This is an optimization exercise on Yosys and OpenROAD, whose aim is small area, a short achievable clock period and few clock cycles per item, not a production implementation.
In this exercise RTL edits were held to simulation tests only and were not proved equivalent to the original.
Power and IR drop assume default switching activity.

== run 1 ==
## smoothed_noise_modulator
module smoothed_noise_modulator (
    input  logic        i_clk,
    input  logic        i_rst_n,
    input  logic        i_s_tvalid,
    output logic        o_s_tready,
    input  logic [95:0] i_s_tdata,
    input  logic [1:0]  i_s_tuser,
    output logic        o_m_tvalid,
    input  logic        i_m_tready,
    output logic [31:0] o_m_tdata,
    input  logic        i_cfg_valid,
    output logic        o_cfg_ready,
    input  logic [1:0]  i_cfg_index,
    input  logic [15:0] i_cfg_data
);
    localparam int NCH = 6;
    logic [15:0] r_mgain;
    logic [3:0]  r_morder;
    logic        r_auto;
    assign o_cfg_ready = 1'b1;
    always_ff @(posedge i_clk) begin
        if (!i_rst_n) begin
            r_mgain  <= 16'd2000;
            r_morder <= 4'd10;
            r_auto   <= 1'b1;
        end else if (i_cfg_valid) begin
            case (i_cfg_index)
                2'd0: r_mgain  <= i_cfg_data;
                2'd1: r_morder <= i_cfg_data[3:0];
                2'd2: r_auto   <= i_cfg_data[0];
                default: ;
            endcase
        end
    end
    logic [NCH*32-1:0] r_a0, r_a1, r_a2, r_a3, r_m0, r_m1;    
    logic [NCH-1:0]    r_okp_l, r_okq_l, r_okp_m, r_okq_m;    
    logic [NCH*4-1:0]  r_ord_a, r_ord_b;                      
    logic [NCH-1:0]    r_ord_ok;
    logic [NCH*48-1:0] r_gain;                                
    logic [NCH-1:0]    r_gain_ok;
    logic adv;           
    logic hz;            
    logic mv0;           
    logic r_rdy;         
    logic s_acc;
    logic [2:0] in_ch;
    logic in_range, in_upd, in_par, in_mot;
    logic [NCH-1:0] in_sl, in_sm;
    assign in_ch    = i_s_tdata[2:0];
    assign in_range = (in_ch < 3'd6);
    assign in_mot   = (i_s_tuser == 2'd1);
    assign in_upd   = in_range && r_auto && (i_s_tuser == 2'd0 || i_s_tuser == 2'd1);
    assign in_par   = in_range && (i_s_tuser == 2'd2);
    assign mv0        = r_rdy;
    assign o_s_tready = r_rdy;
    assign s_acc      = i_s_tvalid && mv0;
    always_comb begin
  ...
Size: roughly 2400 flip-flops, roughly 120000 µm² of cells after synthesis.
export LEC_CHECK = 0
export ABC_AREA = 1
export CAP_MARGIN = 20
export CORE_MARGIN = 2
export CORE_UTILIZATION = 40
export CTS_CLUSTER_DIAMETER = 60
export CTS_CLUSTER_SIZE = 20
export SLEW_MARGIN = 20
export SETUP_SLACK_MARGIN = 5.65
create_clock -name core_clock -period 9.0 [get_ports {i_clk}]
standard.sh (not shown) runs the stock make flow with config.mk's settings and CLKGATE_MAP_FILE= SYNTH_SCRIPT=/design/flow/synth_recipe.tcl, a recipe that flattens the netlist after the stock synthesis.
==> flow/flow/run.sh <==
#!/bin/bash
set -euo pipefail
cp config.mk config.mk.orig
grep -v '^export SETUP_SLACK_MARGIN' config.mk.orig > config.mk
echo 'export SETUP_SLACK_MARGIN = 5.65' >> config.mk
cp standard.sh standard.sh.txt
bash standard.sh > standard.log 2>&1
Run 1: all stages complete, timing, DRC and antenna checks passed
Testbench counts of run 1, summed over its fixed seeds: cycles 25,556, items 20,122.
The inputs of run 2 differ from those of run 1 as listed below.
# run 1
export LEC_CHECK = 0
export ABC_AREA = 1
export CAP_MARGIN = 20
export CORE_MARGIN = 2
export CORE_UTILIZATION = 40
export CTS_CLUSTER_DIAMETER = 60
export CTS_CLUSTER_SIZE = 20
export SLEW_MARGIN = 20
export SETUP_SLACK_MARGIN = 5.65
create_clock -name core_clock -period 9.0 [get_ports {i_clk}]
# run 2
export LEC_CHECK = 0
export ABC_AREA = 1
export CAP_MARGIN = 20
export CORE_MARGIN = 2
export CORE_UTILIZATION = 55
export CTS_CLUSTER_DIAMETER = 60
export CTS_CLUSTER_SIZE = 20
export SLEW_MARGIN = 20
export SETUP_SLACK_MARGIN = 5.8
create_clock -name core_clock -period 9.0 [get_ports {i_clk}]
==> flow/flow/run.sh <==
#!/bin/bash
set -euo pipefail
cp config.mk config.mk.orig
grep -v '^export SETUP_SLACK_MARGIN' config.mk.orig > config.mk
echo 'export SETUP_SLACK_MARGIN = 5.8' >> config.mk
cp standard.sh standard.sh.txt
bash standard.sh > standard.log 2>&1
==> run notes <==
Going from run 1 to run 2, the total power was found to have gone up by 0.74%. Reported for run 2 and run 1, mux share of post-synthesis cell area turned out identical to the last digit. Against run 1, run 2 comes in 0.27 points lower on clock network area share. Sort run 2 and run 1 by final period utilization asc -> top: run 2.
Edits applied to the flow inputs when going from run 2 to run 3:
# run 2
export LEC_CHECK = 0
export ABC_AREA = 1
export CAP_MARGIN = 20
export CORE_MARGIN = 2
export CORE_UTILIZATION = 55
export CTS_CLUSTER_DIAMETER = 60
export CTS_CLUSTER_SIZE = 20
export SLEW_MARGIN = 20
export SETUP_SLACK_MARGIN = 5.8
create_clock -name core_clock -period 9.0 [get_ports {i_clk}]
# run 3
export LEC_CHECK = 0
export ABC_AREA = 1
export CAP_MARGIN = 20
export CORE_MARGIN = 2
export CORE_UTILIZATION = 40
export SLEW_MARGIN = 20
export SETUP_SLACK_MARGIN = 5.8
create_clock -name core_clock -period 9.0 [get_ports {i_clk}]
### Flow results
- Run 2 → run 3: cell count +about 9%; core occupancy in the finished layout -16 points.
- [compare] base=run 2 new=run 3: post-layout net count climbed 85; final cell area excluding filler cells climbed about 2.7%; count of clock buffers in the final design climbed about 60%.
For run 4, these inputs were changed with respect to run 3:
# run 3
export LEC_CHECK = 0
export ABC_AREA = 1
export CAP_MARGIN = 20
export CORE_MARGIN = 2
export CORE_UTILIZATION = 40
export SLEW_MARGIN = 20
export SETUP_SLACK_MARGIN = 5.8
create_clock -name core_clock -period 9.0 [get_ports {i_clk}]
# run 4
export LEC_CHECK = 0
export ABC_AREA = 1
export CAP_MARGIN = 20
export CORE_MARGIN = 2
export CORE_UTILIZATION = 40
export CTS_CLUSTER_DIAMETER = 80
export CTS_CLUSTER_SIZE = 30
export SLEW_MARGIN = 20
export SETUP_SLACK_MARGIN = 5.8
create_clock -name core_clock -period 9.0 [get_ports {i_clk}]
### Flow results
Comparing run 4 and run 3, the lower wire length per cell was measured on run 3.
Run 3 → run 4: global-route wire length before repair moved down; layout overhead on the synthesized area has decreased; power lost about 10%.
Run 4 reports a higher max-slew headroom at the worst pin than run 3 does.
Combinational share of power, run 4 and run 3, lower one = run 3.
Going from run 3 to run 4, final cell count shrinks by 247.
From run 3 to run 4 the numbers moved as follows: count of plain and timing-repair buffers in the layout went up 22, hold slack fell by 0.0076 ns, mean number of vias per cell now sits higher.
Reported for run 4 and run 3, synthesized cell count turned out identical to the last digit.
#### Input delta (run 5 over run 4)
# run 4
export LEC_CHECK = 0
export ABC_AREA = 1
export CAP_MARGIN = 20
export CORE_MARGIN = 2
export CORE_UTILIZATION = 40
export CTS_CLUSTER_DIAMETER = 80
export CTS_CLUSTER_SIZE = 30
export SLEW_MARGIN = 20
export SETUP_SLACK_MARGIN = 5.8
create_clock -name core_clock -period 9.0 [get_ports {i_clk}]
# run 5
export LEC_CHECK = 0
export ABC_AREA = 1
export CAP_MARGIN = 20
export CORE_MARGIN = 2
export CORE_UTILIZATION = 40
export CTS_CLUSTER_DIAMETER = 60
export CTS_CLUSTER_SIZE = 20
export SLEW_MARGIN = 20
export SETUP_SLACK_MARGIN = 5.8
create_clock -name core_clock -period 9.0 [get_ports {i_clk}]
Results
Run 5 finished every stage and its layout cleared the timing, design-rule and antenna checks.
The lower final critical delay including setup and external delays came out of run 4.
Sum of internal, switching and leakage power: run 5 vs run 4 up 5.2%
Run 5 against run 4: number of flip-flops and latches in the synthesized netlist saw little to no change; average wire per standard cell saw a decrease; switching power of the nets saw an increase; worst setup slack saw a decrease.
Compared run 5 vs run 4, and worst hold slack after final layout is up in run 5.
Run 4 -> run 5: non-clock buffer count increased slightly
Of run 5 and run 4, the run reporting the higher final worst-path cycle share was run 5.
Final cell area: run 5 above run 4

* * *

== run P ==
smoothed_noise_modulator, a different RTL version from the one above (not shown whole).
Size: roughly 12000 cells after synthesis, about 2400 flip-flops, ~120000 um^2 of cells after synthesis.
==> flow/config.mk <==
export PLATFORM = sky130hd
export DESIGN_NAME = smoothed_noise_modulator
export DESIGN_NICKNAME = smoothed_noise_modulator
export VERILOG_FILES = /design/flow/design.v
export SDC_FILE = /design/flow/constraint.sdc
export NUM_CORES = 4
export LEC_CHECK = 0
export ABC_AREA = 1
export CAP_MARGIN = 20
export CORE_MARGIN = 2
export CORE_UTILIZATION = 55
export CTS_CLUSTER_DIAMETER = 60
export CTS_CLUSTER_SIZE = 20
export SLEW_MARGIN = 20
export SETUP_SLACK_MARGIN = 5.8
==> flow/constraint.sdc <==
create_clock -name core_clock -period 9.0 [get_ports {i_clk}]
set_input_delay 1.8000 -clock core_clock [delete_from_list [all_inputs] [get_ports {i_clk}]]
set_output_delay 1.8000 -clock core_clock [all_outputs]
set_load 0.01 [all_outputs]
==> flow/flow/run.sh <==
#!/bin/bash
set -euo pipefail
cp config.mk config.mk.orig
grep -v '^export SETUP_SLACK_MARGIN' config.mk.orig > config.mk
echo 'export SETUP_SLACK_MARGIN = 5.8' >> config.mk
cp standard.sh standard.sh.txt
bash standard.sh > standard.log 2>&1
Run P did not stop at any stage, and its layout met the timing, design-rule and antenna checks.
Testbench counts of run P, summed over its fixed seeds: cycles 25,556, items 20,122.
What run D does differently from run P at the input level:
# run P
export LEC_CHECK = 0
export ABC_AREA = 1
export CAP_MARGIN = 20
export CORE_MARGIN = 2
export CORE_UTILIZATION = 55
export CTS_CLUSTER_DIAMETER = 60
export CTS_CLUSTER_SIZE = 20
export SLEW_MARGIN = 20
export SETUP_SLACK_MARGIN = 5.8
create_clock -name core_clock -period 9.0 [get_ports {i_clk}]
# run D
export LEC_CHECK = 0
export ABC_AREA = 1
export CAP_MARGIN = 20
export CORE_MARGIN = 2
export CORE_UTILIZATION = 40
export CTS_CLUSTER_DIAMETER = 60
export CTS_CLUSTER_SIZE = 20
export SLEW_MARGIN = 20
export SETUP_SLACK_MARGIN = 5.8
create_clock -name core_clock -period 9.0 [get_ports {i_clk}]
## What came out
Run D: flow completed, timing, DRC and antenna clean. Max vertical die dimension across run P and run D: run D. Per the comparison of run D with run P, routed wire length saw an increase; routed length per placed instance lost about 6%; via-per-instance ratio went down about 7%. | register-to-register slack | run D vs run P | worse |.

-- what the ideal ports hide --
The results above use ideal ports. As a check the final layouts listed here were re-extracted and re-timed, cells and wires unchanged.
Step 1, drivers: a clkbuf_16 drives i_clk and a buf_2 each remaining input, both assumed.
Step 2 also shifts input and output timing later by t, the mid clock arrival at the registers, as if the neighbouring blocks saw the same clock.
a / b / c = ideal ports / drivers / drivers and shift; a / b = the first two.
| run | t (ns) | setup WS [ns] | hold slack, ns | worst register clock-pin slew, ns | cell pins on the clock port's net |
|---|---|---|---|---|---|
| run 1 | 0.980 | 5.630 / 5.587 / 4.942 | 0.414 / 0.414 / 0.414 | 0.09 / 0.09 | 1 |
| run 2 | 0.939 | 5.742 / 5.646 / 5.023 | 0.414 / 0.414 / 0.414 | 0.09 / 0.09 | 1 |
| run 3 | 0.981 | 5.696 / 5.588 / 5.126 | 0.406 / 0.406 / 0.406 | 0.07 / 0.07 | 1 |
| run 4 | 0.918 | 5.733 / 5.631 / 5.083 | 0.398 / 0.398 / 0.398 | 0.12 / 0.12 | 1 |
| run 5 | 0.988 | 5.717 / 5.616 / 5.023 | 0.413 / 0.413 / 0.413 | 0.09 / 0.09 | 1 |
| run P | 0.943 | 5.659 / 5.636 / 5.135 | 0.421 / 0.421 / 0.421 | 0.09 / 0.09 | 1 |
| run D | 0.984 | 5.423 / 5.423 / 5.053 | 0.422 / 0.422 / 0.422 | 0.09 / 0.09 | 1 |
After both steps setup and hold are still met in every run listed. The setup slack of run 2, which loses most, moves by -0.096 ns with the drivers and by -0.719 ns with both steps.
